Context: an optimization exercise on an open-source flow, tuned for small area and a short achievable clock period. The choices shown serve that exercise and are no tape-out recipe. RTL that was checked went through simulation tests only; none was proved equivalent to the original. No activity file was given, so power comes from the tool's default toggle rates.

P:
==> flow/design.v (excerpt) <==
module execCore
(
	input  logic                       clk,
	input  logic                       rstN,
	input  logic                       instrValid,
	input  logic [15:0]                instr,
	output logic                       wbValid,
	output logic [4-1:0] wbReg,
	output logic [16-1:0]     wbData,
	output logic                       carry,
	output logic                       low,
	output logic                       overflow,
	output logic                       zero,
	output logic                       negative
);
For scale: ~45 I/O pins, roughly 0.016 mm^2 of cells after synthesis.
clock: 5.5 ns
lec_check: 0
cap_margin: 20
core_margin: 2
core_utilization: 50
setup_slack_margin: 1.5
slew_margin: 20
synth_hierarchical: 1
standard.sh (not shown) runs the stock make flow with config.mk's settings and CLKGATE_MAP_FILE= SYNTH_SCRIPT=/design/flow/synth_recipe.tcl, a recipe that flattens the netlist after the stock synthesis.
==> flow/flow/run.sh <==
#!/bin/bash
# The standard layout, with plain buffers on the ports (instead of the delay
# cells buffer_ports picks by default) and a clock tree of smaller buffers
# without dummy loads.
set -euo pipefail
bash standard.sh finish \
  "BUFFER_PORTS_ARGS=-buffer_cell sky130_fd_sc_hd__buf_2" \
  "CTS_ARGS=-sink_clustering_enable -repair_clock_nets -dont_use_dummy_load -buf_list sky130_fd_sc_hd__clkbuf_8 -sink_clustering_size 16 -sink_clustering_max_diameter 60" \
  > make_finish.log 2>&1
P: no failed stages, no open violations at the end
## Diff of input files: Q against P
Settings: CORE_UTILIZATION: 50 -> 40.
==> flow/flow/run.sh <==
#!/bin/bash
# The standard layout, with plain buffers on the ports (instead of the delay
# cells buffer_ports picks by default) and a clock tree without dummy loads.
set -euo pipefail
bash standard.sh finish \
  "BUFFER_PORTS_ARGS=-buffer_cell sky130_fd_sc_hd__buf_2" \
  "CTS_ARGS=-sink_clustering_enable -repair_clock_nets -dont_use_dummy_load" \
  > make_finish.log 2>&1
Findings:
Having completed the whole flow, Q delivered a layout that passed the timing, design-rule and antenna checks. On final instance area, Q does worse than P. Compared with P, Q is hungrier on power. Compared with P, Q shows count of plain and timing-repair buffers in the layout that has gone down by a little under 10%. Changes observed in Q relative to P: sequential fraction of design power has decreased; wire length has increased; maximum clock frequency has increased; number of H-tree levels has increased; met2 usage has decreased.

execCore, a different RTL version from the one above (not shown whole).
Size in the first run: about 1400 cells after synthesis, roughly 45 I/O pins, ~16000 um2 of cells after synthesis.
export LEC_CHECK = 0
export CAP_MARGIN = 20
export CORE_MARGIN = 2
export CORE_UTILIZATION = 40
export GPL_TIMING_DRIVEN = 0
export SLEW_MARGIN = 20
create_clock -name core_clock -period 5.5 [get_ports {clk}]
run.sh (not shown) runs the stock make flow with config.mk's settings and CLKGATE_MAP_FILE= SYNTH_SCRIPT=/design/flow/synth_recipe.tcl, a recipe that flattens the netlist after the stock synthesis.
Stock flow here: none of the scripts above is used.
The baseline ran to the end with violations: negative setup slack.
Change:
- GPL_TIMING_DRIVEN: 0 -> unset
- SETUP_SLACK_MARGIN: unset -> 1.5
The new run produced a clean layout.
Clock-buffer cell count rises by 6.
Worst hold slack gets better by 8.0 ps.
Cell area rises by about a fifth.
Final cell count rises by roughly a tenth.
Power rises by roughly a tenth.
Synthesized cell count does not change.
Change:
- SETUP_SLACK_MARGIN: 1.5 -> unset
Effect: Setup slack got worse by 680 ps. Final cell count decreases by 4.0%. Non-clock buffer count drops by 84. Fmax is lower by 13%. Core utilization goes down by 4.9 points. Area after synthesis stays the same. Wire length goes down by 4.1%. Count of clock-buffer cells in the layout drops by 7. Total power shrinks by 6.6%. Register-to-register slack loses 570 ps.
Change:
- GPL_TIMING_DRIVEN: unset -> 0
- SETUP_SLACK_MARGIN: unset -> 1.5
What happened: The new run ran to the end with no violations; critical path depth stays the same; final area increases by 8.1%; global-route usage increases by 0.95 points; final cell count decreases by about 0.47%; sequential share of layout area decreases by 3.2 points; worst setup slack is better by 370 ps.
No functional check of the RTL was part of any run of this note.

## v44
Another version of the RTL of execCore (not shown whole).
Size: about 1200 cells after synthesis, roughly 45 I/O pins.
==> flow/config.mk <==
export PLATFORM = sky130hd
export DESIGN_NAME = execCore
export DESIGN_NICKNAME = execCore
export VERILOG_FILES = /design/flow/design.v
export SDC_FILE = /design/flow/constraint.sdc
export NUM_CORES = 4
export LEC_CHECK = 0
export CAP_MARGIN = 20
export CORE_MARGIN = 2
export CORE_UTILIZATION = 40
export SETUP_SLACK_MARGIN = 1.5
export SLEW_MARGIN = 20
export SYNTH_HIERARCHICAL = 1
==> flow/constraint.sdc <==
create_clock -name core_clock -period 5.5 [get_ports {clk}]
set_input_delay 1.1000 -clock core_clock [delete_from_list [all_inputs] [get_ports {clk}]]
set_output_delay 1.1000 -clock core_clock [all_outputs]
set_load 0.01 [all_outputs]
standard.sh (not shown) runs the stock make flow with config.mk's settings and CLKGATE_MAP_FILE= SYNTH_SCRIPT=/design/flow/synth_recipe.tcl, a recipe that flattens the netlist after the stock synthesis.
==> flow/flow/run.sh <==
#!/bin/bash
# The standard layout, with plain buffers on the ports (instead of the delay
# cells buffer_ports picks by default) and a clock tree of smaller buffers
# without dummy loads.
set -euo pipefail
bash standard.sh finish \
  "BUFFER_PORTS_ARGS=-buffer_cell sky130_fd_sc_hd__buf_2" \
  "CTS_ARGS=-sink_clustering_enable -repair_clock_nets -dont_use_dummy_load -buf_list sky130_fd_sc_hd__clkbuf_8 -sink_clustering_size 16 -sink_clustering_max_diameter 60" \
  > make_finish.log 2>&1
v44 completed; timing, DRC and antenna clean
Edits applied to the flow inputs when going from v44 to v12:
==> flow/flow/run.sh <==
#!/bin/bash
# The standard layout, with plain buffers on the ports (instead of the delay
# cells buffer_ports picks by default) and a clock tree without dummy loads.
set -euo pipefail
bash standard.sh finish \
  "BUFFER_PORTS_ARGS=-buffer_cell sky130_fd_sc_hd__buf_2" \
  "CTS_ARGS=-sink_clustering_enable -repair_clock_nets -dont_use_dummy_load" \
  > make_finish.log 2>&1
[summary]
Summary of v12 over v44: number of pins exceeding their max-slew limit in the final report about even; maximum number of pins on one net before global-route repair about even. Taking v44 over v12, the total length of routed met3 wires ratio works out to 0.936. As far as largest stage delay on the critical path is concerned, v12 and v44 perform about the same. The higher critical path depth came out of v44. The clock buffer count from CTS in v44 is 0.824 times that in v12. The lower sequential share of layout area of v12 and v44 is in v12. Comparing v12 with v44, the sequential standard cell area came out essentially unchanged. From v44 to v12, aggregate global routing overflow did not move at all.
Input changes introduced in v52 (baseline for comparison: v12):
--- a/flow/flow/run.sh
+++ b/flow/flow/run.sh
@@ -3 +3,2 @@
-# cells buffer_ports picks by default) and a clock tree without dummy loads.
+# cells buffer_ports picks by default) and a clock tree of smaller buffers
+# without dummy loads.
@@ -7 +8 @@
-  "CTS_ARGS=-sink_clustering_enable -repair_clock_nets -dont_use_dummy_load" \
+  "CTS_ARGS=-sink_clustering_enable -repair_clock_nets -dont_use_dummy_load -buf_list sky130_fd_sc_hd__clkbuf_8 -sink_clustering_size 16 -sink_clustering_max_diameter 60" \
--- a/flow/config.mk
+++ b/flow/config.mk
@@ -11 +11 @@
-export SETUP_SLACK_MARGIN = 1.5
+export SETUP_SLACK_MARGIN = 2.0
--- outcome ---
- Between v52 and v12, it is v52 whose power is lower, by 0.00053 W.
- Changes observed in v52 relative to v12: routed metal-1 wire length increased by 4.8% relative to the old numbers; count of unresolved DRC violations after routing closely matched the old numbers.
- Sum of met2 wire segment lengths after detailed routing of v52 exceeds that of v12 by a little under 10%.
- | area of placed instances | v52 vs v12 | about 0.9% higher |
- Cmp v52 and v12 / cell area after layout / higher: v12
- v12 has a higher standby leakage power than v52.

==> separate check: timing with driven ports <==
Ports are ideal in the flow. The routed layouts listed here were re-timed in OpenROAD. Step 1, drivers: a clkbuf_16 drives clk and a buf_2 each remaining input, both assumed. Step 2, shift: input delay + t, output delay - t, t = (earliest + latest rising clock arrival at the registers) / 2. This alone moves slack from input paths to output paths. Slacks: ideal ports / drivers / drivers and shift; pairs: ideal ports / drivers.
run | t, ns | slack for setup (ns) | worst setup path after step 2 | worst slew at a driven data input, ns | cell pins on the clock port's net
P | 0.634 | 1.192 / 1.160 / 0.526 | input to register | 0.10 | 1
Q | 0.560 | 1.266 / 1.257 / 0.697 | input to register | 0.07 | 1
the first run of note 2 | 0.591 | -0.049 / -0.031 / -0.609 | input to register | 0.04 | 1
the second run of note 2 | 0.622 | 0.954 / 0.985 / 0.374 | input to register | 0.05 | 1
the third run of note 2 | 0.589 | 0.277 / 0.307 / -0.283 | input to register | 0.05 | 1
the fourth run of note 2 | 0.597 | 0.646 / 0.646 / 0.122 | input to register | 0.04 | 1
v44 | 0.658 | 1.382 / 1.365 / 0.706 | input to register | 0.06 | 1
v12 | 0.563 | 1.334 / 1.345 / 0.782 | input to register | 0.06 | 1
v52 | 0.656 | 1.398 / 1.384 / 0.728 | input to register | 0.07 | 1
With both steps, setup timing fails in the third run of note 2, where it was met with ideal ports. The setup slack of v44, which loses most, moves by -0.017 ns with the drivers and by -0.676 ns with both steps.
